Context: an optimization exercise on an open-source flow, tuned for small area and a short achievable clock period. The choices shown serve that exercise and are no tape-out recipe. RTL that was checked went through simulation tests only; none was proved equivalent to the original. For runs 2 to 4, only the layout was checked, not whether the RTL still works. No activity file was given, so power comes from the tool's default toggle rates.

==> flow/design.v <==
`default_nettype none
package intl_pkg;
    localparam int SYM_W   = 2;      
    localparam int ADDR_W  = 12;     
    localparam int POS_W   = 8;      
    localparam int LANES   = 4;      
    localparam int DEPTH   = 136;    
    localparam int STRIDE  = 7;
    localparam logic [11:0] PB_LEN_16  = 12'd64;
    localparam logic [11:0] PB_LEN_136 = 12'd544;
endpackage
`default_nettype wire
`timescale 1ns/10ps
`default_nettype none
module pb_size_decode (
    input  wire  [11:0] pb_len,
    input  wire  [11:0] waddr,
    input  wire         wen,
    input  wire         start,
    output logic        is64,
    output logic        wr_ok,
    output logic        st_ok
);
    logic is544;
    assign is64  = (pb_len == intl_pkg::PB_LEN_16);
    assign is544 = (pb_len == intl_pkg::PB_LEN_136);
    assign wr_ok = wen && ((is64 && (waddr[11:6] == 6'd0)) ||
                           (is544 && (waddr < intl_pkg::PB_LEN_136)));
    assign st_ok = start && (is64 || is544);
endmodule
`default_nettype wire
`timescale 1ns/10ps
`default_nettype none
module symbol_banks (
    input  wire                                 clk,
    input  wire  [8:0]                          wr_hi_n,
    input  wire  [15:0]                         wr_lo_n,
    input  wire  [7:0]                          wr_row,
    input  wire  [15:0]                         sel_lo,
    input  wire  [8:0]                          sel_hi,
    output logic [7:0]                          lanes
);
    localparam int D  = intl_pkg::DEPTH;
    localparam int NG = (D + 15) / 16;
    logic [7:0] mem [0:D-1];
    for (genvar r = 0; r < D; r++) begin : g_row
        always_ff @(posedge clk) begin
            if (!wr_hi_n[r / 16] && !wr_lo_n[r % 16]) begin
                mem[r] <= wr_row;
            end
        end
    end
    for (genvar b = 0; b < 8; b++) begin : g_bit
        logic [NG-1:0] grp;
        for (genvar g = 0; g < NG; g++) begin : g_grp
            logic [15:0] t;
            for (genvar m = 0; m < 16; m++) begin : g_m
                if (g * 16 + m < D) begin : g_in
                    assign t[m] = sel_lo[m] & mem[g * 16 + m][b];
                end else begin : g_out
                    assign t[m] = 1'b0;
                end
            end
            assign grp[g] = sel_hi[g] & (|t);
        end
        assign lanes[b] = |grp;
    end
endmodule
`default_nettype wire
`timescale 1ns/10ps
`default_nettype none
module read_sequencer #(
    parameter int stride = intl_pkg::STRIDE
) (
    input  wire                         clk,
    input  wire                         n_rst,
    input  wire                         st_a,
    input  wire                         md_a,
    input  wire  [intl_pkg::POS_W-1:0]  wr_pos,
    output logic                        busy,
    output logic [intl_pkg::POS_W-1:0]  pos,
    output logic [15:0]                 sel_lo,
    output logic [8:0]                  sel_hi
);
    localparam int PW = intl_pkg::POS_W;
    logic          st_b, md_b;
    logic          q16;
    logic          last;
    logic [PW-1:0] pos_sum;
    logic [PW-1:0] pos_next;
    logic [PW-1:0] pos_d;
    assign last    = q16 ? (pos[3:0] == 4'd9) : (pos == PW'(136 - stride));
    assign pos_sum = pos + PW'(stride);
    always_comb begin
        if (q16)
            pos_next = {4'd0, pos_sum[3:0]};
        else if (pos_sum >= PW'(136))
            pos_next = pos_sum - PW'(136);
        else
            pos_next = pos_sum;
    end
    always_comb begin
        if (busy)      pos_d = pos_next;
        else if (st_b) pos_d = '0;
        else           pos_d = wr_pos;
    end
    always_ff @(posedge clk or negedge n_rst) begin
        if (!n_rst) begin
            st_b <= 1'b0;
            busy <= 1'b0;
        end else begin
            st_b <= st_a;
            if (!busy) begin
                busy <= st_b;
            end else if (last) begin
                busy <= 1'b0;
            end
        end
    end
    always_ff @(posedge clk) begin
        md_b <= md_a;
        if (!busy) begin
            q16 <= md_b;
        end
        pos <= pos_d;
        for (int i = 0; i < 16; i++) sel_lo[i] <= (pos_d[3:0] == 4'(i));
        for (int i = 0; i < 9; i++)  sel_hi[i] <= (pos_d[7:4] == 4'(i));
    end
endmodule
`default_nettype wire
`timescale 1ns/10ps
`default_nettype none
module lane_rotator (
    input  wire                             clk,
    input  wire                             n_rst,
    input  wire                             busy,
    input  wire  [intl_pkg::LANES*2-1:0]    lanes,
    output logic [1:0]                      rdata0,
    output logic [1:0]                      rdata1,
    output logic [1:0]                      rdata2,
    output logic [1:0]                      rdata3,
    output logic                            dout_vld
);
    always_ff @(posedge clk or negedge n_rst) begin
        if (!n_rst) dout_vld <= 1'b0;
        else        dout_vld <= busy;
    end
    always_ff @(posedge clk) begin
        rdata0 <= lanes[1:0];
        rdata1 <= lanes[3:2];
        rdata2 <= lanes[5:4];
        rdata3 <= lanes[7:6];
    end
endmodule
`default_nettype wire
`timescale 1ns/10ps
`default_nettype none
module intl_top #(
    parameter int sym_w  = intl_pkg::SYM_W,
    parameter int addr_w = intl_pkg::ADDR_W,
    parameter int stride = intl_pkg::STRIDE
) (
    input  wire                 clk,
    input  wire                 n_rst,
    input  wire  [sym_w-1:0]    wdata,
    input  wire  [addr_w-1:0]   waddr,
    input  wire                 wen,
    input  wire  [addr_w-1:0]   pb_len,
    input  wire                 start,
    output logic [sym_w-1:0]    rdata0,
    output logic [sym_w-1:0]    rdata1,
    output logic [sym_w-1:0]    rdata2,
    output logic [sym_w-1:0]    rdata3,
    output logic                dout_vld
);
    localparam int PW = intl_pkg::POS_W;
    logic        is64, wr_ok, st_ok;
    pb_size_decode u_decode (
        .pb_len (pb_len),
        .waddr  (waddr),
        .wen    (wen),
        .start  (start),
        .is64   (is64),
        .wr_ok  (wr_ok),
        .st_ok  (st_ok)
    );
    logic        wv_a, st_a;
    logic        md_a;
    logic [9:0]  addr_a;
    logic [1:0]  wd_a;
    always_ff @(posedge clk or negedge n_rst) begin
        if (!n_rst) begin
            wv_a <= 1'b0;
            st_a <= 1'b0;
        end else begin
            wv_a <= wr_ok;
            st_a <= st_ok;
        end
    end
    always_ff @(posedge clk) begin
        md_a   <= is64;
        addr_a <= waddr[9:0];
        wd_a   <= wdata;
    end
    logic [1:0]    qb;
    logic [9:0]    base;
    logic [9:0]    off;
    logic [PW-1:0] wp;
    logic [1:0]    wl;
    always_comb begin
        if (addr_a >= 10'd408) begin
            qb = 2'd3; base = 10'd408;
        end else if (addr_a >= 10'd272) begin
            qb = 2'd2; base = 10'd272;
        end else if (addr_a >= 10'd136) begin
            qb = 2'd1; base = 10'd136;
        end else begin
            qb = 2'd0; base = 10'd0;
        end
        off = addr_a - base;
        if (md_a) begin
            qb = addr_a[5:4];
            wp = {4'd0, addr_a[3:0]};
        end else begin
            wp = off[PW-1:0];
        end
        wl = qb + wp[1:0];
    end
    logic          wv_b;
    logic [1:0]    wl_b;
    logic [1:0]    wd_b;
    always_ff @(posedge clk or negedge n_rst) begin
        if (!n_rst) wv_b <= 1'b0;
        else        wv_b <= wv_a;
    end
    always_ff @(posedge clk) begin
        wl_b <= wl;
        wd_b <= wd_a;
    end
    logic          rd_busy;
    logic [PW-1:0] row_b;
    logic [15:0]   rd_lo;
    logic [8:0]    rd_hi;
    read_sequencer #(
        .stride  (stride)
    ) u_seq (
        .clk     (clk),
        .n_rst   (n_rst),
        .st_a    (st_a),
        .md_a    (md_a),
        .wr_pos  (wp),
        .busy    (rd_busy),
        .pos     (row_b),
        .sel_lo  (rd_lo),
        .sel_hi  (rd_hi)
    );
    logic [7:0]    row_rd;       
    logic [15:0]   wlo_cn;       
    logic [8:0]    whi_cn;       
    logic [7:0]    wrow_c;
    logic          hit;
    logic [7:0]    base_row;
    logic [7:0]    new_row;
    assign hit      = (|(~whi_cn & rd_hi)) && (|(~wlo_cn & rd_lo));
    assign base_row = hit ? wrow_c : row_rd;
    always_comb begin
        new_row = base_row;
        new_row[wl_b*2 +: 2] = wd_b;
    end
    always_ff @(posedge clk) begin
        whi_cn <= wv_b ? ~rd_hi : '1;
        wlo_cn <= ~rd_lo;
        wrow_c <= new_row;
    end
    symbol_banks u_banks (
        .clk     (clk),
        .wr_hi_n (whi_cn),
        .wr_lo_n (wlo_cn),
        .wr_row  (wrow_c),
        .sel_lo  (rd_lo),
        .sel_hi  (rd_hi),
        .lanes   (row_rd)
    );
    lane_rotator u_out (
        .clk      (clk),
        .n_rst    (n_rst),
        .busy     (rd_busy),
        .lanes    (row_rd),
        .rdata0   (rdata0),
        .rdata1   (rdata1),
        .rdata2   (rdata2),
        .rdata3   (rdata3),
        .dout_vld (dout_vld)
    );
endmodule
`default_nettype wire
==> flow/flow/run.sh <==
#!/bin/bash
# Standard ORFS layout, with repair_timing asked for extra setup slack so that
# the achieved period (not only the 10 ns constraint) is optimised, and the
# ports buffered with a fast buffer. Each step's log stays in orfs/logs.
set -euo pipefail
MARGIN=7.0
bash standard.sh SETUP_SLACK_MARGIN=$MARGIN TNS_END_PERCENT=20 \
    "BUFFER_PORTS_ARGS=-buffer_cell sky130_fd_sc_hd__buf_4" finish > standard.log 2>&1
==> flow/standard.sh <==
#!/bin/bash
# synth_recipe.tcl (not shown) runs the flow's synth.tcl, then flattens the netlist and writes it again
# the make line also repeats each setting of config.mk as NAME=value (left out here)
make -C /OpenROAD-flow-scripts/flow DESIGN_CONFIG=/design/flow/config.mk WORK_HOME=/design/flow/orfs CLKGATE_MAP_FILE= SYNTH_SCRIPT=/design/flow/synth_recipe.tcl "${@:-finish}"
==> flow/config.mk <==
export PLATFORM = sky130hd
export DESIGN_NAME = intl_top
export DESIGN_NICKNAME = intl_top
export VERILOG_FILES = /design/flow/design.v
export SDC_FILE = /design/flow/constraint.sdc
export NUM_CORES = 4
export LEC_CHECK = 0
export CAP_MARGIN = 20
export CORE_MARGIN = 2
export CORE_UTILIZATION = 55
export CTS_CLUSTER_DIAMETER = 100
export CTS_CLUSTER_SIZE = 28
export SLEW_MARGIN = 20
==> flow/constraint.sdc <==
create_clock -name core_clock -period 10.0 [get_ports {clk}]
set_input_delay 2.0000 -clock core_clock [delete_from_list [all_inputs] [get_ports {clk}]]
set_output_delay 2.0000 -clock core_clock [all_outputs]
set_load 0.01 [all_outputs]
==> impl_metrics.toml, run 1 <==
[run_status]
outcome = "complete, no violations"

[critical_path]
r2r-end = "wrow_c[3]"
worstPathArrival_ns = 3.72
r2r_setup_slack_ns = 6.82
path_max_fanout = 38
worstSetupEndpointType = "flip-flop"
cp-start-kind = "flip-flop"
reg2reg_depth = 7
worstSetupPathType = "reg2reg"
r2r-start = "u_seq.sel_lo[2]"
required_ns = 10.55

[worst_hold_path]
hp-class = "reg2reg"
hold_end = "wd_b[1]"
holdCritStartpoint = "wd_a[1]"
min_delay_path_depth = 0

[route]
routed_via_density = 6.942
vias = 24428
dr.pass1.iters = 6
ant_nets = 0
wl_per_cell_microns = 35.05
drc = 0
route.met3.wl_microns = 11840
top_layer_used = "met4"
drt_wl_total_microns = 123400
wl_met1_microns = 49920
met2_length_microns = 57360
drt_iter0_drc = 3579

[clock_network]
hold_buffers = 0
cts_sinks = 1187
worstSkewPairLatency_ns = 0.65
clk_transition_reported_paths_ns = 0.11
cts_made_buffers = 48
ctsLongestPathBuffers = 3
root_buffer = "clkbuf_16"
tritoncts = "built"
htree_levels = 2

[yosys]
synth-edff-count = 1089
synth.yosys.seq_area_share = 0.7964
syn_area_per_cell_sq_um = 17.55
synth_area_sq_mm = 0.04356
synth_cell_type_count = 72
ys.flop_type = "edfxtp_1"
syn_nets = 2523
yosysWarnings = 5
async_reset_ff_frac = 0.005055
synth_seq_cells = 1187
netlist_instances = 2482

[die]
dieArea_sq_mm = 0.08147
die_h_microns = 285.4
coreArea_sq_mm = 0.07874
ios = 39
die_w_microns = 285.4
num_rows = 103
initial_utilization = 0.5532

[global_routing]
grt_max_degree = 114
antenna_found_initial = 0
grt_pass1_wl_microns = 174400
first_global_vias = 23732
gr-total-overflow = 0
grtUsageTotal = 0.3009

[layout]
num_antenna_cells = 0
multi_input_area_sq_mm = 0.007815
drive_gt1_frac = 0.07736
design_area_sq_mm = 0.04607
syn_to_final_growth_pct = 5.747
seqCellArea_sq_mm = 0.03480
fin_nets = 2480
fill_cells = 5897

[placement]
place_congestion = 0.8674
placed_area_sq_mm = 0.04458
hpwl_microns = 70800
numPortBuffers = 38

[run]
drv_cap = 0

[timing]
finalCritPeriodShare = 0.3177
setup_tns_ns = 0
slew_headroom = 0.2326
rsz0062_at_grt = "yes"
worst_pin_slew_ns = 1.147
finalHoldViolCount = 0
finalMaxSlewViolations = 0
skew_ns = 0.02207
fmax_mhz = 314.7
setup_violations = 0
holdWs_ns = 0.3373
period_minus_slack_ns = 3.177

[power]
power.total_w = 0.009117
vdd_ir_drop_max_v = 0.0001437
leakage_nw = 14.19
powerDensity_mw_per_mm2 = 197.9
-- layer usage --
layer / vias to the layer above / global-route usage
met5: - / 0
met4: 0 / 0.09725
met3: 220 / 0.04833
met2: 1408 / 0.4670
met1: 12731 / 0.4421
li1: 10069 / -
-- repair_timing --
| action | in CTS | in global routing |
|---|---|---|
| cloned | 0 | 0 |
| resized for setup | 10 | 6 |
| pin swaps | 0 | 2 |
| buffers inserted | 0 | 1 |
| endpoints found under the hold margin | 0 | 0 |
| endpoints found under the setup margin | 15 | 32 |
-- synth_stat cells (all sizes together), types with 3 or more instances --
master | number | area (sq um)
nor2 | 174 | 653.1
nor3 | 16 | 85.08
nand2b | 20 | 125.1
nor4 | 10 | 83.83
a22o | 186 | 1629
o21a | 3 | 22.52
a31oi | 6 | 37.54
nor3b | 5 | 37.54
a22oi | 194 | 1456
edfxtp | 1089 | 32700
o21ai | 9 | 45.04
xor2 | 3 | 26.28
o31ai | 22 | 165.2
buf | 120 | 777.0
ha | 10 | 125.1
o22ai | 4 | 25.02
inv | 36 | 137.6
mux2i | 3 | 30.03
and4 | 11 | 96.34
nor4b | 3 | 32.53
nand3 | 17 | 85.08
nand4 | 54 | 337.8
o211ai | 9 | 72.57
o221ai | 3 | 26.28
and2 | 4 | 25.02
a41o | 8 | 80.08
clkbuf | 52 | 196.4
nand2 | 64 | 240.2
or3 | 3 | 18.77
a21oi | 6 | 30.03
xnor2 | 7 | 61.31
o2111ai | 9 | 78.83
a221oi | 176 | 1579
dfxtp | 92 | 1842
a221o | 8 | 80.08
dfrtp | 6 | 150.1
nor2b | 11 | 68.82
-- cell type report --
| type | count | share of cell area |
|---|---|---|
| clock buffers | 78 | 0.02944 |
| clock inverters | 2 | 0.0003802 |
| repair buffers | 79 | 0.01361 |
| inverters | 37 | 0.003069 |
| flip-flops and latches | 1187 | 0.7553 |
| well taps | 1050 | 0.02852 |
| multi-input cells | 1086 | 0.1696 |
-- flip-flops by register name, summed over array words and instances, names as in the netlist, 8 cells and up --
name,flops
u_banks.mem,1088
wrow_c,8
addr_a,10
u_seq.pos,8
whi_cn,9
u_seq.sel_lo,16
wlo_cn,16
u_seq.sel_hi,9
-- report_power, final --
part,switching [W],total [W],internal (W)
Clock,0.00145,0.00239,0.000945
Sequential,0.000212,0.00604,0.00583
Combinational,0.000527,0.000685,0.000159
-- worst max-delay path, stage by stage, from the launching register on --
cell      delay [ns]
dfxtp_4         0.53
buf_4           0.46
a22o_1          0.31
a221oi_1        0.23
nand4_1         0.54
a221o_1         0.49
nor4_1          0.31
o31ai_1         0.11
-- worst max path at each step --
stage                    startpoint        end  cells past startpoint
global route         u_out.dout_vld   dout_vld                      1
CTS                  u_out.dout_vld   dout_vld                      1
global placement          pb_len[2]       wv_a                      7
floorplan                 pb_len[2]       wv_a                      6
detailed placement        pb_len[2]       wv_a                      7
finish              u_seq.sel_lo[2]  wrow_c[3]                      7
-- cell usage in the layout (no fill, tap or decap), types with 9 or more instances in the layout --
master,count
edfxtp_1,1089
a22oi_1,194
a22o_1,186
a221oi_1,170
nor2_1,164
buf_4,70
nand2_1,64
dfxtp_1,62
nand4_1,54
clkbuf_16,50
inv_1,35
clkbuf_1,28
dfxtp_4,26
o31ai_1,21
nand2b_1,20
nand3_1,17
nor3_1,15
nor2b_1,11
and4_1,11
nor2_2,10
ha_1,10
o2111ai_1,9
buf_6,9
-- logic make-up (layout without fill, tap and decap cells) --
group | after synthesis | count (layout) | synth area share
adder cells (fa/ha/maj) | 11 | 11 | 0.003332
flip-flops | 1187 | 1187 | 0.7964
XOR/XNOR | 10 | 10 | 0.002011
buffers and inverters | 209 | 196 | 0.02559
AND/OR/NAND/NOR | 399 | 399 | 0.04458
AO/OA/AOI/OAI | 663 | 663 | 0.1274
multiplexers | 3 | 3 | 0.0006893
-- through the flow --
step	worst slack [ns]	cells	util
3_5_place_dp	6.480	3436	0.5662
6_report	6.823	3519	0.5850
5_1_grt	6.803	3519	0.5850
2_1_floorplan	6.800	2482	-
3_3_place_gp	6.393	3434	0.5658
4_1_cts	6.794	3516	0.5839
==> run 2: changes to the inputs <==
--- a/flow/design.v
+++ b/flow/design.v
@@ -16,16 +16,13 @@
     input  wire  [11:0] pb_len,
     input  wire  [11:0] waddr,
-    input  wire         wen,
-    input  wire         start,
     output logic        is64,
-    output logic        wr_ok,
-    output logic        st_ok
-);
-    logic is544;
+    output logic        is544,
+    output logic        lt64,
+    output logic        lt544
+);
     assign is64  = (pb_len == intl_pkg::PB_LEN_16);
     assign is544 = (pb_len == intl_pkg::PB_LEN_136);
-    assign wr_ok = wen && ((is64 && (waddr[11:6] == 6'd0)) ||
-                           (is544 && (waddr < intl_pkg::PB_LEN_136)));
-    assign st_ok = start && (is64 || is544);
+    assign lt64  = (waddr < intl_pkg::PB_LEN_16);
+    assign lt544 = (waddr < intl_pkg::PB_LEN_136);
 endmodule
 `default_nettype wire
@@ -84,6 +81,5 @@
 );
     localparam int PW = intl_pkg::POS_W;
-    logic          st_b, md_b;
-    logic          q16;
+        logic          q16;
     logic          last;
     logic [PW-1:0] pos_sum;
@@ -102,15 +98,13 @@
     always_comb begin
         if (busy)      pos_d = pos_next;
-        else if (st_b) pos_d = '0;
+        else if (st_a) pos_d = '0;
         else           pos_d = wr_pos;
     end
     always_ff @(posedge clk or negedge n_rst) begin
         if (!n_rst) begin
-            st_b <= 1'b0;
             busy <= 1'b0;
         end else begin
-            st_b <= st_a;
             if (!busy) begin
-                busy <= st_b;
+                busy <= st_a;
             end else if (last) begin
                 busy <= 1'b0;
@@ -119,7 +113,6 @@
     end
     always_ff @(posedge clk) begin
-        md_b <= md_a;
         if (!busy) begin
-            q16 <= md_b;
+            q16 <= md_a;
         end
         pos <= pos_d;
@@ -142,13 +135,21 @@
     output logic                            dout_vld
 );
+    logic                           vld_q;
+    logic [intl_pkg::LANES*2-1:0]   lanes_q;
     always_ff @(posedge clk or negedge n_rst) begin
-        if (!n_rst) dout_vld <= 1'b0;
-        else        dout_vld <= busy;
-    end
-    always_ff @(posedge clk) begin
-        rdata0 <= lanes[1:0];
-        rdata1 <= lanes[3:2];
-        rdata2 <= lanes[5:4];
-        rdata3 <= lanes[7:6];
+        if (!n_rst) begin
+            vld_q    <= 1'b0;
+            dout_vld <= 1'b0;
+        end else begin
+            vld_q    <= busy;
+            dout_vld <= vld_q;
+        end
+    end
+    always_ff @(posedge clk) begin
+        lanes_q <= lanes;
+        rdata0  <= lanes_q[1:0];
+        rdata1  <= lanes_q[3:2];
+        rdata2  <= lanes_q[5:4];
+        rdata3  <= lanes_q[7:6];
     end
 endmodule
@@ -175,32 +176,37 @@
 );
     localparam int PW = intl_pkg::POS_W;
-    logic        is64, wr_ok, st_ok;
+    logic        is64, is544, lt64, lt544;
     pb_size_decode u_decode (
         .pb_len (pb_len),
         .waddr  (waddr),
-        .wen    (wen),
-        .start  (start),
         .is64   (is64),
-        .wr_ok  (wr_ok),
-        .st_ok  (st_ok)
+        .is544  (is544),
+        .lt64   (lt64),
+        .lt544  (lt544)
     );
-    logic        wv_a, st_a;
-    logic        md_a;
+    logic        wen_a, start_a;
+    logic        md_a, l544_a, lt64_a, lt544_a;
     logic [9:0]  addr_a;
     logic [1:0]  wd_a;
+    logic        wv_a, st_a;
     always_ff @(posedge clk or negedge n_rst) begin
         if (!n_rst) begin
-            wv_a <= 1'b0;
-            st_a <= 1'b0;
-        end else begin
-            wv_a <= wr_ok;
-            st_a <= st_ok;
-        end
-    end
-    always_ff @(posedge clk) begin
-        md_a   <= is64;
-        addr_a <= waddr[9:0];
-        wd_a   <= wdata;
-    end
+            wen_a   <= 1'b0;
+            start_a <= 1'b0;
+        end else begin
+            wen_a   <= wen;
+            start_a <= start;
+        end
+    end
+    always_ff @(posedge clk) begin
+        md_a    <= is64;
+        l544_a  <= is544;
+        lt64_a  <= lt64;
+        lt544_a <= lt544;
+        addr_a  <= waddr[9:0];
+        wd_a    <= wdata;
+    end
+    assign wv_a = wen_a && ((md_a && lt64_a) || (l544_a && lt544_a));
+    assign st_a = start_a && (md_a || l544_a);
     logic [1:0]    qb;
     logic [9:0]    base;
@@ -286,5 +292,5 @@
         .n_rst    (n_rst),
         .busy     (rd_busy),
-        .lanes    (row_rd),
+        .lanes    (base_row),
         .rdata0   (rdata0),
         .rdata1   (rdata1),
--- a/flow/config.mk
+++ b/flow/config.mk
@@ -9,5 +9,5 @@
 export CORE_MARGIN = 2
 export CORE_UTILIZATION = 55
-export CTS_CLUSTER_DIAMETER = 100
+export CTS_CLUSTER_DIAMETER = 150
 export CTS_CLUSTER_SIZE = 28
 export SLEW_MARGIN = 20
==> run 2 against run 1 <==
Effect of this change:
- worst setup slack improved by 0.027 ns
- synthesized area decreased by 0.83%
- die area decreased by 0.81%
- count of clock-buffer cells in the layout increased by 9
- still clean on timing, DRC and antenna
- clock skew increased by 0.0030 ns
- critical path type unchanged
==> impl_metrics.toml, run 2 <==
[route]
drt_iter0_drc = 3978
top_layer_used = "met4"
dr.pass1.iters = 6
routed_via_density = 7.051
wl_per_cell_microns = 36.71
route.met3.wl_microns = 12660
drc = 0
wl_met1_microns = 50220
drt_wl_total_microns = 127500
ant_nets = 0
vias = 24480
met2_length_microns = 59230

[global_routing]
gr-total-overflow = 0
grt_pass1_wl_microns = 177700
grt_max_degree = 106
antenna_found_initial = 3
first_global_vias = 23681
grtUsageTotal = 0.3106

[yosys]
synth_area_leader_cell = "edfxtp_1"
synth_seq_cells = 1197
synth_most_common_cell = "edfxtp_1"
synth_cell_type_count = 66
yosysWarnings = 5
synth_compound_area_frac = 0.1251
synth_mux_area_frac = 0.001216
netlist_top_cells_area = "edfxtp_1, dfxtp_1, a22o_1"
synth_top_family_by_area = "compound AO/OA/AOI/OAI gates"
synthXorXnorAreaFrac = 0.001825
synth_area_sq_mm = 0.04320
syn_nets = 2478
async_reset_ff_frac = 0.005013
synth.yosys.seq_area_share = 0.8077
synth-edff-count = 1089
netlist_instances = 2437
syn_area_per_cell_sq_um = 17.73
ys.flop_type = "edfxtp_1"
synth_common_cells = "edfxtp_1, a22o_1, a221oi_1, nor2_1, a22oi_1"
yosys.area_share.simple = 0.04040
yosys.area.top_type_share = 0.7569
synth_adder_area_share = 0.003359

[timing]
period_minus_slack_ns = 3.151
fmax_mhz = 317.4
finalCritPeriodShare = 0.3151
finalHoldViolCount = 0
skew_ns = 0.02505
slew_headroom = 0.2031
holdWs_ns = 0.3352
setup_tns_ns = 0
worst_pin_slew_ns = 1.191
finalMaxSlewViolations = 0
rsz0062_at_grt = "yes"
setup_violations = 0

[power]
vdd_ir_drop_max_v = 0.0001284
powerDensity_mw_per_mm2 = 201.3
leakage_nw = 14.14

[critical_path]
cp-start-kind = "flip-flop"
path_max_fanout = 39
worstSetupPathType = "reg2reg"
r2r-start = "u_seq.sel_lo[1]"
cp-startpoint = "u_seq.sel_lo[1]"
required_ns = 10.56
worstPathArrival_ns = 3.71
reg2reg_depth = 8
worstSetupEndpointType = "flip-flop"

[clock_network]
cts_made_buffers = 48
hold_buffers = 0
cts_sinks = 1197
worstSkewPairLatency_ns = 0.64
htree_levels = 2
root_buffer = "clkbuf_16"
ctsLongestPathBuffers = 3
clk_transition_reported_paths_ns = 0.11
tritoncts = "built"

[layout]
seqCellArea_sq_mm = 0.03498
design_area_sq_mm = 0.04599
reg_top3 = "u_banks.mem (1088), u_seq.sel_lo (16), wlo_cn (16)"
largest_reg_flops = 1088
final_cell_mix = "edfxtp_1, a22o_1, a221oi_1"
final_util = 0.5927
regMostFlops = "u_banks.mem"
drive_gt1_frac = 0.07733
multi_input_area_sq_mm = 0.007471
layout_commonest_cell = "edfxtp_1"
fin_nets = 2434
syn_to_final_growth_pct = 6.447
fill_cells = 5866

[die]
coreArea_sq_mm = 0.07759
dieArea_sq_mm = 0.08081
die_h_microns = 284.3
num_rows = 102
initial_utilization = 0.5568
ios = 39
die_w_microns = 284.3

[run]
drv_cap = 0

[worst_hold_path]
min_delay_path_depth = 0
holdCritStartpoint = "wd_a[1]"
hp-class = "reg2reg"

[placement]
numPortBuffers = 38
placed_area_sq_mm = 0.04441
hpwl_microns = 72290
place_congestion = 0.8852

[run_status]
outcome = "complete, no violations"
## run 2: cell count changes after synthesis, moves of 25 or more
cell | before | now
clkbuf_1 | 51 | 80
buf_6 | 29 | 2
nand2_1 | 64 | 27
a221oi_1 | 170 | 220
buf_1 | 18 | 43
a22o_1 | 186 | 221
a22oi_1 | 194 | 134
## run 2: area by class of cell
type	count	share of cell area
flip-flops and latches	1197	0.7607
multi-input cells	1025	0.1625
clock buffers	87	0.02976
well taps	1040	0.02830
repair buffers	78	0.01499
inverters	43	0.003510
clock inverters	1	0.0001905
diodes	1	0.00005441
## run 2: layer usage
metal	global-route usage	vias to the layer above
met5	0	-
met4	0.1093	0
met3	0.05265	271
met2	0.4893	1420
met1	0.4429	12877
li1	-	9912
## run 2: cells by family (layout without fill, tap and decap cells)
| group | Yosys count | count (layout) |
|---|---|---|
| mux | 5 | 5 |
| buf+inv | 215 | 209 |
| flops | 1197 | 1197 |
| xor+xnor | 9 | 9 |
| fa+ha+maj | 11 | 11 |
| compound gates | 649 | 649 |
| other cells | 0 | 1 |
| simple gates | 351 | 351 |
## run 2: final timing paths
check	to	slack (ns)
setup / recovery	wrow_c[5]	6.85
min in group asynchronous	u_out.vld_q	1.15
hold reg to reg	wd_b[1]	0.34
hold / removal	wd_b[1]	0.34
max in group asynchronous	u_seq.busy	8.72
setup reg to reg	wrow_c[5]	6.85
## run 2: worst max-delay path, cell delays in order (launching register included)
cell	delay, ns
dfxtp_4	0.74
buf_4	0.75
a22o_1	0.26
a221oi_1	0.07
nand4_1	0.33
a22oi_1	0.15
and3_1	0.21
a31oi_1	0.33
o2bb2ai_1	0.17
## run 2: what timing repair did
item / 4_1_cts / 5_1_grt
hold endpoints to repair: 0 / 0
endpoints found under the setup margin: 21 / 22
gates resized for setup: 7 / 5
pin swaps: 1 / 1
setup buffers: 5 / 1
## run 2: power by group
part / total, W / internal [W] / switching [W]
registers: 0.00616 / 0.00589 / 0.000267
clock network: 0.00240 / 0.000943 / 0.00146
logic: 0.000695 / 0.000167 / 0.000528
total: 0.00926 / 0.00700 / 0.00226
## run 2: per-stage QoR
stage	cells	worst slack, ns	power (W)
detailed placement	3374	6.588	0.006938
floorplan	2437	7.080	0.006510
global placement	3373	6.556	0.006905
finish	3472	6.849	0.009260
CTS	3467	6.820	0.009245
global route	3471	6.811	0.009479
==> run 3: changes to the inputs <==
--- a/flow/design.v
+++ b/flow/design.v
@@ -35,4 +35,5 @@
     input  wire  [7:0]                          wr_row,
     input  wire  [15:0]                         sel_lo,
+    input  wire  [15:0]                         sel_lo_n,    
     input  wire  [8:0]                          sel_hi,
     output logic [7:0]                          lanes
@@ -54,5 +55,5 @@
             for (genvar m = 0; m < 16; m++) begin : g_m
                 if (g * 16 + m < D) begin : g_in
-                    assign t[m] = sel_lo[m] & mem[g * 16 + m][b];
+                    assign t[m] = ((b < 4) ? sel_lo[m] : !sel_lo_n[m]) & mem[g * 16 + m][b];
                 end else begin : g_out
                     assign t[m] = 1'b0;
@@ -78,4 +79,5 @@
     output logic [intl_pkg::POS_W-1:0]  pos,
     output logic [15:0]                 sel_lo,
+    output logic [15:0]                 sel_lo_n,
     output logic [8:0]                  sel_hi
 );
@@ -118,4 +120,5 @@
         pos <= pos_d;
         for (int i = 0; i < 16; i++) sel_lo[i] <= (pos_d[3:0] == 4'(i));
+        for (int i = 0; i < 16; i++) sel_lo_n[i] <= (pos_d[3:0] != 4'(i));
         for (int i = 0; i < 9; i++)  sel_hi[i] <= (pos_d[7:4] == 4'(i));
     end
@@ -247,4 +250,5 @@
     logic [PW-1:0] row_b;
     logic [15:0]   rd_lo;
+    logic [15:0]   rd_lo_n;
     logic [8:0]    rd_hi;
     read_sequencer #(
@@ -259,4 +263,5 @@
         .pos     (row_b),
         .sel_lo  (rd_lo),
+        .sel_lo_n(rd_lo_n),
         .sel_hi  (rd_hi)
     );
@@ -285,4 +290,5 @@
         .wr_row  (wrow_c),
         .sel_lo  (rd_lo),
+        .sel_lo_n(rd_lo_n),
         .sel_hi  (rd_hi),
         .lanes   (row_rd)
==> run 3 against run 2 <==
Effect of this change:
- via count increased by 4.7%
- maximum frequency fell by 0.50%
- synthesized cell count rose by 3.6%
- design area increased by 3.3%
- critical path depth is 7 lower
- core utilization rose by 0.89 points
- register-to-register slack hardly changed
- worst hold slack improved by 0.010 ns
- clock skew shrank 0.0059 ns
- non-clock buffer count grew 39
- clock power grew 4%
- critical path type is now reg2out
- highest routed layer is now met5
==> impl_metrics.toml, run 3 <==
[run_status]
outcome = "complete, no violations"

[clock_network]
clk_transition_reported_paths_ns = 0.10
cts_sinks = 1213
ctsLongestPathBuffers = 3
worstSkewPairLatency_ns = 0.66
cts_made_buffers = 49
hold_buffers = 0
root_buffer = "clkbuf_16"
tritoncts = "built"
htree_levels = 2

[layout]
drive_gt1_frac = 0.1089
largest_reg_flops = 1088
regMostFlops = "u_banks.mem"
layout_commonest_cell = "edfxtp_1"
num_antenna_cells = 0
fin_nets = 2580
final_cell_mix = "edfxtp_1, a22o_1, a22oi_1"
final_cells = 3630
syn_to_final_growth_pct = 8.284

[global_routing]
grt_util_met1 = 0.4761
use_met3 = 0.08378
antenna_found_initial = 3
grt_max_degree = 109
grt_pass1_wl_microns = 186400
gr-total-overflow = 0
grt_use_met2 = 0.4816
first_global_vias = 24375
grtUsageTotal = 0.3251
top_usage_layer = "met2"

[route]
dr.pass1.iters = 5
ant_nets = 0
drc = 0
routed_via_density = 7.062
wl_per_cell_microns = 37.19
drt_wl_total_microns = 135000
drt_iter0_drc = 3856
vias = 25636

[yosys]
yosys.area.top_type_share = 0.7451
synth.yosys.seq_area_share = 0.8023
yosysWarnings = 5
synth_cell_type_count = 70
netlist_top_cells_area = "edfxtp_1, dfxtp_1, a22o_1"
syn_area_per_cell_sq_um = 17.38
ys.flop_type = "edfxtp_1"
synth_common_cells = "edfxtp_1, a22o_1, nor2_1, a22oi_1, clkbuf_1"
synth_seq_cells = 1213
synth_area_leader_cell = "edfxtp_1"
async_reset_ff_frac = 0.004946
synth_area_sq_mm = 0.04389
synth-edff-count = 1089
syn_nets = 2566
synth_most_common_cell = "edfxtp_1"
netlist_instances = 2525

[die]
coreArea_sq_mm = 0.07900
dieArea_sq_mm = 0.08208
die_w_microns = 286.5
initial_utilization = 0.5556
num_rows = 103
die_h_microns = 286.5
ios = 39

[critical_path]
cp-start-kind = "flip-flop"
critical_path.top_delay_family = "flip-flops"
worstPathCellList = "buf_6"
crit_slowest_cell = "dfrtp_1"
crit_buf_inv = 1
required_ns = 8.00
worstSetupPathType = "reg2out"
path_max_fanout = 1
worstSetupEndpointType = "output pin"
worstPathArrival_ns = 1.17
max_stage_delay_ns = 0.39

[timing]
fmax_mhz = 315.8
rsz0062_at_grt = "yes"
worst_pin_slew_ns = 1.249
period_minus_slack_ns = 3.167
finalMaxSlewViolations = 0
skew_ns = 0.01916
slew_headroom = 0.1659
setup_tns_ns = 0
finalHoldViolCount = 0
finalCritPeriodShare = 0.3167
setup_violations = 0

[power]
clockPowerShare = 0.204
leakage_nw = 14.88
vdd_ir_drop_max_v = 0.0001705
combPwrFrac = 0.236
netSwitchingPower_w = 0.004130
p_sw_frac = 0.3380
pwr-share-seq = 0.560
powerDensity_mw_per_mm2 = 257.1
p_int_w = 0.008091

[run]
drv_cap = 0

[placement]
hpwl_microns = 80900
numPortBuffers = 38
place_congestion = 0.8943
post-place-cells = 3519

[worst_hold_path]
hp-class = "reg2reg"
## run 3: layout make-up
cell class	count	area, sq um
inverters	56	222.7
flip-flops and latches	1213	35310
repair buffers	117	979.7
well taps	1050	1314
clock inverters	2	28.78
multi-input cells	1102	8254
fillers	5803	31470
clock buffers	90	1423
## run 3: what timing repair did
action / CTS / global route
buffers inserted: 5 / 12
cloned: 0 / 1
endpoints found under the setup margin: 23 / 40
pin swaps: 2 / 10
resized for setup: 45 / 59
## run 3: power by group through the flow
stage / logic [W] / clock network (W) / registers [W]
2_1_floorplan: 0.00134 / 0 / 0.00676
3_3_place_gp: 0.00258 / 0 / 0.00690
3_5_place_dp: 0.00261 / 0 / 0.00692
4_1_cts: 0.00270 / 0.00249 / 0.00681
5_1_grt: 0.00301 / 0.00267 / 0.00685
6_report: 0.00289 / 0.00249 / 0.00684
## run 3: through the flow
step / util / instance area [sq um] / hold slack, ns / total power [W] / worst slack (ns)
after detailed placement: 0.5749 / 45420 / 0.3193 / 0.009534 / 5.990
after floorplan: - / 43890 / 0.3096 / 0.008107 / 7.080
after CTS: 0.5970 / 47160 / 0.3439 / 0.01200 / 6.796
after global routing: 0.6016 / 47530 / 0.3491 / 0.01253 / 6.793
final: 0.6016 / 47530 / 0.3455 / 0.01222 / 6.833
after global placement: 0.5740 / 45350 / 0.3138 / 0.009478 / 5.897
## run 3: kinds of logic (layout without fill, tap and decap cells)
group	Yosys count	after routing	share of synthesized area
AO/OA/AOI/OAI	638	638	0.1222
XOR/XNOR	12	12	0.002395
adder cells (fa/ha/maj)	11	11	0.003307
buffers and inverters	210	265	0.01893
flip-flops	1213	1213	0.8023
multiplexers	6	6	0.001482
AND/OR/NAND/NOR	435	435	0.04940
## run 3: metal layers
layer,part of all wire,vias to the layer above
met5,0.00070,-
met4,0.035,6
met1,0.39,13166
met3,0.13,281
li1,-,10305
met2,0.45,1878
## run 3: worst paths after layout
kind                                   from         endpoint  slack, ns  cells after the start
max                          u_out.dout_vld         dout_vld       6.83                      1
min                        u_out.lanes_q[2]  u_out.rdata1[0]       0.35                      0
max reg2reg                u_seq.sel_lo[12]        wrow_c[2]       6.86                      9
min reg2reg                u_out.lanes_q[2]  u_out.rdata1[0]       0.35                      0
max in group asynchronous             n_rst            wen_a       8.75                      1
min in group asynchronous             n_rst             wv_b       1.13                      1
==> run 4: changes to the inputs <==
--- a/flow/design.v
+++ b/flow/design.v
@@ -31,18 +31,17 @@
 module symbol_banks (
     input  wire                                 clk,
-    input  wire  [8:0]                          wr_hi_n,
-    input  wire  [15:0]                         wr_lo_n,
+    input  wire  [4:0]                          wr_hi_n,
+    input  wire  [31:0]                         wr_lo_n,
     input  wire  [7:0]                          wr_row,
-    input  wire  [15:0]                         sel_lo,
-    input  wire  [15:0]                         sel_lo_n,    
-    input  wire  [8:0]                          sel_hi,
+    input  wire  [31:0]                         sel_lo,
+    input  wire  [4:0]                          sel_hi,
     output logic [7:0]                          lanes
 );
     localparam int D  = intl_pkg::DEPTH;
-    localparam int NG = (D + 15) / 16;
+    localparam int NG = (D + 31) / 32;
     logic [7:0] mem [0:D-1];
     for (genvar r = 0; r < D; r++) begin : g_row
         always_ff @(posedge clk) begin
-            if (!wr_hi_n[r / 16] && !wr_lo_n[r % 16]) begin
+            if (!wr_hi_n[r / 32] && !wr_lo_n[r % 32]) begin
                 mem[r] <= wr_row;
             end
@@ -52,8 +51,8 @@
         logic [NG-1:0] grp;
         for (genvar g = 0; g < NG; g++) begin : g_grp
-            logic [15:0] t;
-            for (genvar m = 0; m < 16; m++) begin : g_m
-                if (g * 16 + m < D) begin : g_in
-                    assign t[m] = ((b < 4) ? sel_lo[m] : !sel_lo_n[m]) & mem[g * 16 + m][b];
+            logic [31:0] t;
+            for (genvar m = 0; m < 32; m++) begin : g_m
+                if (g * 32 + m < D) begin : g_in
+                    assign t[m] = sel_lo[m] & mem[g * 32 + m][b];
                 end else begin : g_out
                     assign t[m] = 1'b0;
@@ -78,7 +77,6 @@
     output logic                        busy,
     output logic [intl_pkg::POS_W-1:0]  pos,
-    output logic [15:0]                 sel_lo,
-    output logic [15:0]                 sel_lo_n,
-    output logic [8:0]                  sel_hi
+    output logic [31:0]                 sel_lo,
+    output logic [4:0]                  sel_hi
 );
     localparam int PW = intl_pkg::POS_W;
@@ -119,7 +117,6 @@
         end
         pos <= pos_d;
-        for (int i = 0; i < 16; i++) sel_lo[i] <= (pos_d[3:0] == 4'(i));
-        for (int i = 0; i < 16; i++) sel_lo_n[i] <= (pos_d[3:0] != 4'(i));
-        for (int i = 0; i < 9; i++)  sel_hi[i] <= (pos_d[7:4] == 4'(i));
+        for (int i = 0; i < 32; i++) sel_lo[i] <= (pos_d[4:0] == 5'(i));
+        for (int i = 0; i < 5; i++)  sel_hi[i] <= (pos_d[7:5] == 3'(i));
     end
 endmodule
@@ -249,7 +246,6 @@
     logic          rd_busy;
     logic [PW-1:0] row_b;
-    logic [15:0]   rd_lo;
-    logic [15:0]   rd_lo_n;
-    logic [8:0]    rd_hi;
+    logic [31:0]   rd_lo;
+    logic [4:0]    rd_hi;
     read_sequencer #(
         .stride  (stride)
@@ -263,10 +259,9 @@
         .pos     (row_b),
         .sel_lo  (rd_lo),
-        .sel_lo_n(rd_lo_n),
         .sel_hi  (rd_hi)
     );
     logic [7:0]    row_rd;       
-    logic [15:0]   wlo_cn;       
-    logic [8:0]    whi_cn;       
+    logic [31:0]   wlo_cn;       
+    logic [4:0]    whi_cn;       
     logic [7:0]    wrow_c;
     logic          hit;
@@ -290,5 +285,4 @@
         .wr_row  (wrow_c),
         .sel_lo  (rd_lo),
-        .sel_lo_n(rd_lo_n),
         .sel_hi  (rd_hi),
         .lanes   (row_rd)
==> run 4 against run 3 <==
Effect of this change:
- synthesized area down 0.42%
- worst setup slack about the same
- sequential cell count up 8
- global-route usage up 2.2 points
- maximum frequency about the same
- first-iteration DRC count up 20%
- count of clock-buffer cells in the layout unchanged
- routed wire length up 6.3%
==> impl_metrics.toml, run 4 <==
[clock_network]
tritoncts = "built"
cts_sinks = 1221
clk_transition_reported_paths_ns = 0.11
cts_made_buffers = 49
root_buffer = "clkbuf_16"
ctsLongestPathBuffers = 3
htree_levels = 2
hold_buffers = 0
worstSkewPairLatency_ns = 0.67

[power]
leakage_nw = 14.79
vdd_ir_drop_max_v = 0.0001554
clockPowerShare = 0.263
pwr-share-seq = 0.659
combPwrFrac = 0.078
p_sw_frac = 0.2452
netSwitchingPower_w = 0.002317
power.total_w = 0.009448
p_int_w = 0.007131
powerDensity_mw_per_mm2 = 198.5

[yosys]
netlist_instances = 2511
ys.flop_type = "edfxtp_1"
netlist_top_cells_area = "edfxtp_1, a22oi_1, dfxtp_1"
async_reset_ff_frac = 0.004914
synth_seq_cells = 1221
synth.yosys.seq_area_share = 0.8094
yosys.area.top_type_share = 0.7482
synth_cell_type_count = 63
synth_area_sq_mm = 0.04371
synth_most_common_cell = "edfxtp_1"
syn_area_per_cell_sq_um = 17.41
yosysWarnings = 5
synth_area_leader_cell = "edfxtp_1"
synth-edff-count = 1089
synth_common_cells = "edfxtp_1, a22oi_1, nor2_1, dfxtp_1, clkbuf_1"
syn_nets = 2552

[timing]
finalHoldViolCount = 0
worst_pin_slew_ns = 1.185
period_minus_slack_ns = 3.167
setup_tns_ns = 0
holdWs_ns = 0.3432
rsz0062_at_grt = "yes"
finalCritPeriodShare = 0.3167
fmax_mhz = 315.7
setup_violations = 0
skew_ns = 0.04105
slew_headroom = 0.2074
finalMaxSlewViolations = 0

[global_routing]
grt_max_degree = 118
gr-total-overflow = 0
antenna_found_initial = 4
grtUsageTotal = 0.3475
grt_pass1_wl_microns = 195500
first_global_vias = 24652

[layout]
layout_commonest_cell = "edfxtp_1"
fin_nets = 2617
largest_reg_flops = 1088
multi_input_area_sq_mm = 0.007879
fill_cells = 5877
design_area_sq_mm = 0.04759
reg_top3 = "u_banks.mem (1088), u_seq.sel_lo (32), wlo_cn (32)"
syn_to_final_growth_pct = 8.883
regMostFlops = "u_banks.mem"
seqCellArea_sq_mm = 0.03546
final_cell_mix = "edfxtp_1, a22oi_1, buf_4"
drive_gt1_frac = 0.1284

[run]
drv_cap = 0

[critical_path]
r2r-start = "u_seq.sel_lo[21]"
cp-start-kind = "flip-flop"
crit_buf_inv = 1
required_ns = 8.00
crit_slowest_cell = "dfrtp_1"
worstPathCellList = "buf_6"
r2r-end = "wrow_c[1]"
critical_path.top_delay_family = "flip-flops"
path_depth = 1
max_stage_delay_ns = 0.39
r2r_setup_slack_ns = 6.87
worstSetupEndpointType = "output pin"
reg2reg_depth = 8
path_max_fanout = 1
worstPathArrival_ns = 1.17
worstSetupPathType = "reg2out"

[route]
drt_wl_total_microns = 143600
dr.pass1.iters = 6
vias = 26090
ant_nets = 0
wl_per_cell_microns = 39.14
drt_iter0_drc = 4632
drc = 0
routed_via_density = 7.113

[die]
dieArea_sq_mm = 0.08174
initial_utilization = 0.5541
coreArea_sq_mm = 0.07887
die_h_microns = 285.9
num_rows = 103
die_w_microns = 285.9
ios = 39

[worst_hold_path]
hold_end = "wd_b[0]"
min_delay_path_depth = 0
holdCritStartpoint = "wd_a[0]"
hp-class = "reg2reg"

[placement]
hpwl_microns = 84850
place_congestion = 0.8934
placed_area_sq_mm = 0.04572
numPortBuffers = 38

[run_status]
outcome = "complete, no violations"
## run 4: metrics by stage
step / util / worst slack (ns) / cells
floorplan: - / 7.080 / 2511
detailed placement: 0.5797 / 6.333 / 3564
finish: 0.6034 / 6.833 / 3668
global placement: 0.5784 / 6.376 / 3560
CTS: 0.5993 / 6.799 / 3659
global route: 0.6033 / 6.797 / 3667
## run 4: logic make-up (layout without fill, tap and decap cells)
logic type	after synthesis	in the layout	share of synthesized area
mux	8	8	0.001947
simple gates	422	422	0.04947
buf+inv	204	309	0.01869
compound gates	635	636	0.1152
flops	1221	1221	0.8094
fa+ha+maj	11	11	0.003321
other cells	0	1	0
xor+xnor	10	10	0.002004
## run 4: layout make-up
class	count	share of cell area
flip-flops and latches	1221	0.7452
inverters	54	0.004443
diodes	1	0.00005258
well taps	1050	0.02761
clock inverters	2	0.0005258
multi-input cells	1087	0.1656
repair buffers	163	0.02674
clock buffers	90	0.02989
## run 4: worst max path at each step
stage	end	slack [ns]	from
floorplan	lt544_a	7.08	waddr[8]
global placement	u_seq.sel_lo[11]	6.38	u_seq.pos[0]
detailed placement	u_seq.sel_lo[11]	6.33	u_seq.pos[0]
CTS	dout_vld	6.80	u_out.dout_vld
global route	dout_vld	6.80	u_out.dout_vld
finish	dout_vld	6.83	u_out.dout_vld
## run 4: power groups by stage
| stage | clock network (W) | registers [W] | logic [W] |
|---|---|---|---|
| floorplan | 0 | 0.00636 | 0.000227 |
| global placement | 0 | 0.00632 | 0.000670 |
| detailed placement | 0 | 0.00633 | 0.000691 |
| CTS | 0.00249 | 0.00621 | 0.000699 |
| global route | 0.00266 | 0.00623 | 0.000768 |
| finish | 0.00249 | 0.00622 | 0.000737 |
## run 4: routing by layer
| layer | global-route usage | up-vias | share of wire |
|---|---|---|---|
| met4 | 0.1349 | 6 | 0.046 |
| li1 | - | 10365 | - |
| met1 | 0.4826 | 13393 | 0.37 |
| met2 | 0.5371 | 2020 | 0.45 |
| met5 | 0 | - | 0.00028 |
| met3 | 0.08413 | 306 | 0.13 |
## run 4: timing repair
item | CTS | global route
cloned | 0 | 1
buffers inserted | 3 | 4
endpoints found under the setup margin | 55 | 62
resized for setup | 13 | 44
pin swaps | 1 | 11

## port drivers added, routing unchanged
How much do the figures lean on ideal ports? The routed layouts below were timed once more, with nothing changed but the port constraints.
Step 1: set_driving_cell puts a clkbuf_16 on clk and a buf_2 on each other input, an assumption about the parent block.
Step 2, shift: input delay + t, output delay - t, t = (earliest + latest rising clock arrival at the registers) / 2. This alone moves slack from input paths to output paths.
Slacks: ideal ports / drivers / drivers and shift; pairs: ideal ports / drivers.
run	t, ns	setup WS [ns]	latest minus earliest clock arrival (ns)	worst slew at a driven data input, ns	cell pins on the clock port's net
run 1	0.706	6.823 / 6.761 / 6.521	0.025 / 0.025	0.05	1
run 2	0.698	6.849 / 6.781 / 6.849	0.026 / 0.026	0.05	1
run 3	0.718	6.833 / 6.765 / 6.861	0.024 / 0.025	0.04	1
run 4	0.720	6.833 / 6.763 / 6.874	0.046 / 0.045	0.04	1
After both steps every run listed still meets setup and hold. The setup slack of run 1, which loses most, moves by -0.062 ns with the drivers and by -0.302 ns with both steps.
